From an optimization exercise on the open Yosys and OpenROAD flow, aimed at small area, a short achievable clock period and few clock cycles; shortcuts taken in it are not production practice.
Function was checked by simulation only, so behaviour that the tests miss may differ from the original.

Setup of run 1:
## attn_top
module attn_top (
  input  logic clk,
  input  logic reset_n,
  input  logic dut_valid,
  output logic dut_ready,
  output logic [16-1:0] sram_input_read_address,
  input  logic [32-1:0] sram_input_read_data,
  output logic [16-1:0] sram_weight_read_address,
  input  logic [32-1:0] sram_weight_read_data,
  output logic [16-1:0] sram_result_read_address,
  input  logic [32-1:0] sram_result_read_data,
  output logic                    sram_result_write_enable,
  output logic [16-1:0] sram_result_write_address,
  output logic [32-1:0] sram_result_write_data,
  output logic [16-1:0] sram_scratchpad_read_address,
  input  logic [32-1:0] sram_scratchpad_read_data,
  output logic                    sram_scratchpad_write_enable,
  output logic [16-1:0] sram_scratchpad_write_address,
  output logic [32-1:0] sram_scratchpad_write_data
);
For scale: ~3000 cells after synthesis, ~340 flip-flops, ~290 I/O pins.
==> flow/config.mk <==
export PLATFORM = sky130hd
export DESIGN_NAME = attn_top
export DESIGN_NICKNAME = attn_top
export VERILOG_FILES = /design/flow/design.v
export SDC_FILE = /design/flow/constraint.sdc
export NUM_CORES = 4
export LEC_CHECK = 0
export ABC_AREA = 1
export CAP_MARGIN = 20
export CORE_MARGIN = 2
export CORE_UTILIZATION = 60
export CTS_CLUSTER_DIAMETER = 100
export CTS_CLUSTER_SIZE = 24
export SLEW_MARGIN = 20
==> flow/constraint.sdc <==
create_clock -name core_clock -period 16.0 [get_ports {clk}]
set_input_delay 3.2000 -clock core_clock [delete_from_list [all_inputs] [get_ports {clk}]]
set_output_delay 3.2000 -clock core_clock [all_outputs]
set_load 0.01 [all_outputs]
standard.sh (not shown) runs the stock make flow with config.mk's settings and CLKGATE_MAP_FILE= SYNTH_SCRIPT=/design/flow/synth_recipe.tcl, a recipe that flattens the netlist after the stock synthesis.
==> flow/flow/run.sh <==
#!/bin/bash
set -euo pipefail
export BUFFER_PORTS_ARGS="-buffer_cell sky130_fd_sc_hd__buf_1"
export SETUP_SLACK_MARGIN=11.7
bash standard.sh > standard.log 2>&1
Testbench counts of run 1, summed over its fixed seeds: cycles 256,851.
Relative to run 1, the following input files were edited for run 2:
# run 1
export LEC_CHECK = 0
export ABC_AREA = 1
export CAP_MARGIN = 20
export CORE_MARGIN = 2
export CORE_UTILIZATION = 60
export CTS_CLUSTER_DIAMETER = 100
export CTS_CLUSTER_SIZE = 24
export SLEW_MARGIN = 20
create_clock -name core_clock -period 16.0 [get_ports {clk}]
# run 2
export LEC_CHECK = 0
export ABC_AREA = 1
export CAP_MARGIN = 20
export CORE_MARGIN = 2
export CORE_UTILIZATION = 60
export CTS_CLUSTER_DIAMETER = 100
export CTS_CLUSTER_SIZE = 26
export SLEW_MARGIN = 20
create_clock -name core_clock -period 16.0 [get_ports {clk}]
[summary]
- The final reports for run 2 and run 1 show final standard cell utilization of the core higher in the former.
- Delta (run 2 minus run 1): final instance count without filler cells was more or less identical; vertical die dimension level.
- From run 1 to run 2, flip-flop and latch count did not move at all.
- When the final numbers for run 1 and run 2 were put side by side, the layout-stage area growth over the synthesis result turned out to be smaller in run 1.
- Relative to run 1, path depth of the worst reg2reg path has gone up in run 2.
- Diff run 1 -> run 2 | worst setup slack | decrease of 4.7 ps
- Run 1 -> run 2: post-detailed-route wirelength per cell decreased slightly
The following lists how run 3 was set up differently from run 2:
# run 2
export LEC_CHECK = 0
export ABC_AREA = 1
export CAP_MARGIN = 20
export CORE_MARGIN = 2
export CORE_UTILIZATION = 60
export CTS_CLUSTER_DIAMETER = 100
export CTS_CLUSTER_SIZE = 26
export SLEW_MARGIN = 20
create_clock -name core_clock -period 16.0 [get_ports {clk}]
# run 3
export LEC_CHECK = 0
export ABC_AREA = 1
export CAP_MARGIN = 20
export CORE_MARGIN = 2
export CORE_UTILIZATION = 60
export CTS_CLUSTER_DIAMETER = 100
export CTS_CLUSTER_SIZE = 24
export SLEW_MARGIN = 20
create_clock -name core_clock -period 16.0 [get_ports {clk}]
diff --git a/flow/flow/run.sh b/flow/flow/run.sh
--- a/flow/flow/run.sh
+++ b/flow/flow/run.sh
@@ -4 +4 @@
-export SETUP_SLACK_MARGIN=11.7
+export SETUP_SLACK_MARGIN=11.68
Findings:
In the reports for run 2 and run 3, the larger fraction of cell area in non-clock buffers belongs to run 2. Changes observed in run 3 relative to run 2: sequential portion of the cell area ~0 delta, cell area after layout decreased 230 sq um, number of non-clock buffers in the layout shrank by 1.6%, average wire per cell in the routed design grew by 0.86%. Run comparison: run 3 termination of the worst setup path sram_result_read_address[0]; run 2 termination of the worst setup path sram_result_read_address[7]. For the total wire length after detailed routing, run 3 came in 0.70% higher than run 2 did. Run 3 | stages: all done | timing, DRC, antenna: all pass.

## static timing again, ports no longer ideal
No port has a modelled driver above. Below, the same layouts with a new extraction and two added sets of constraints.
Step 1 (the two cells are an assumption about what drives the block):
set clk [get_ports {clk}]
set_driving_cell -lib_cell sky130_fd_sc_hd__clkbuf_16 $clk
set_driving_cell -lib_cell sky130_fd_sc_hd__buf_2 [delete_from_list [all_inputs] $clk]
Step 2 also shifts input and output timing later by t, the mid clock arrival at the registers, as if the neighbouring blocks saw the same clock.
a / b / c = no drivers / after step 1 / after step 2; a / b = the first two.
run | t (ns) | slack for setup (ns) | worst setup path after step 2 | worst data-port slew with drivers (ns)
run 1 | 0.592 | 11.721 / 11.667 / 11.322 | input to register | 0.05
run 2 | 0.597 | 11.716 / 11.656 / 11.345 | input to register | 0.05
run 3 | 0.590 | 11.704 / 11.650 / 11.326 | input to register | 0.05
After both steps setup and hold are still met in every run listed. The setup slack of run 1, which loses most, moves by -0.054 ns with the drivers and by -0.399 ns with both steps.
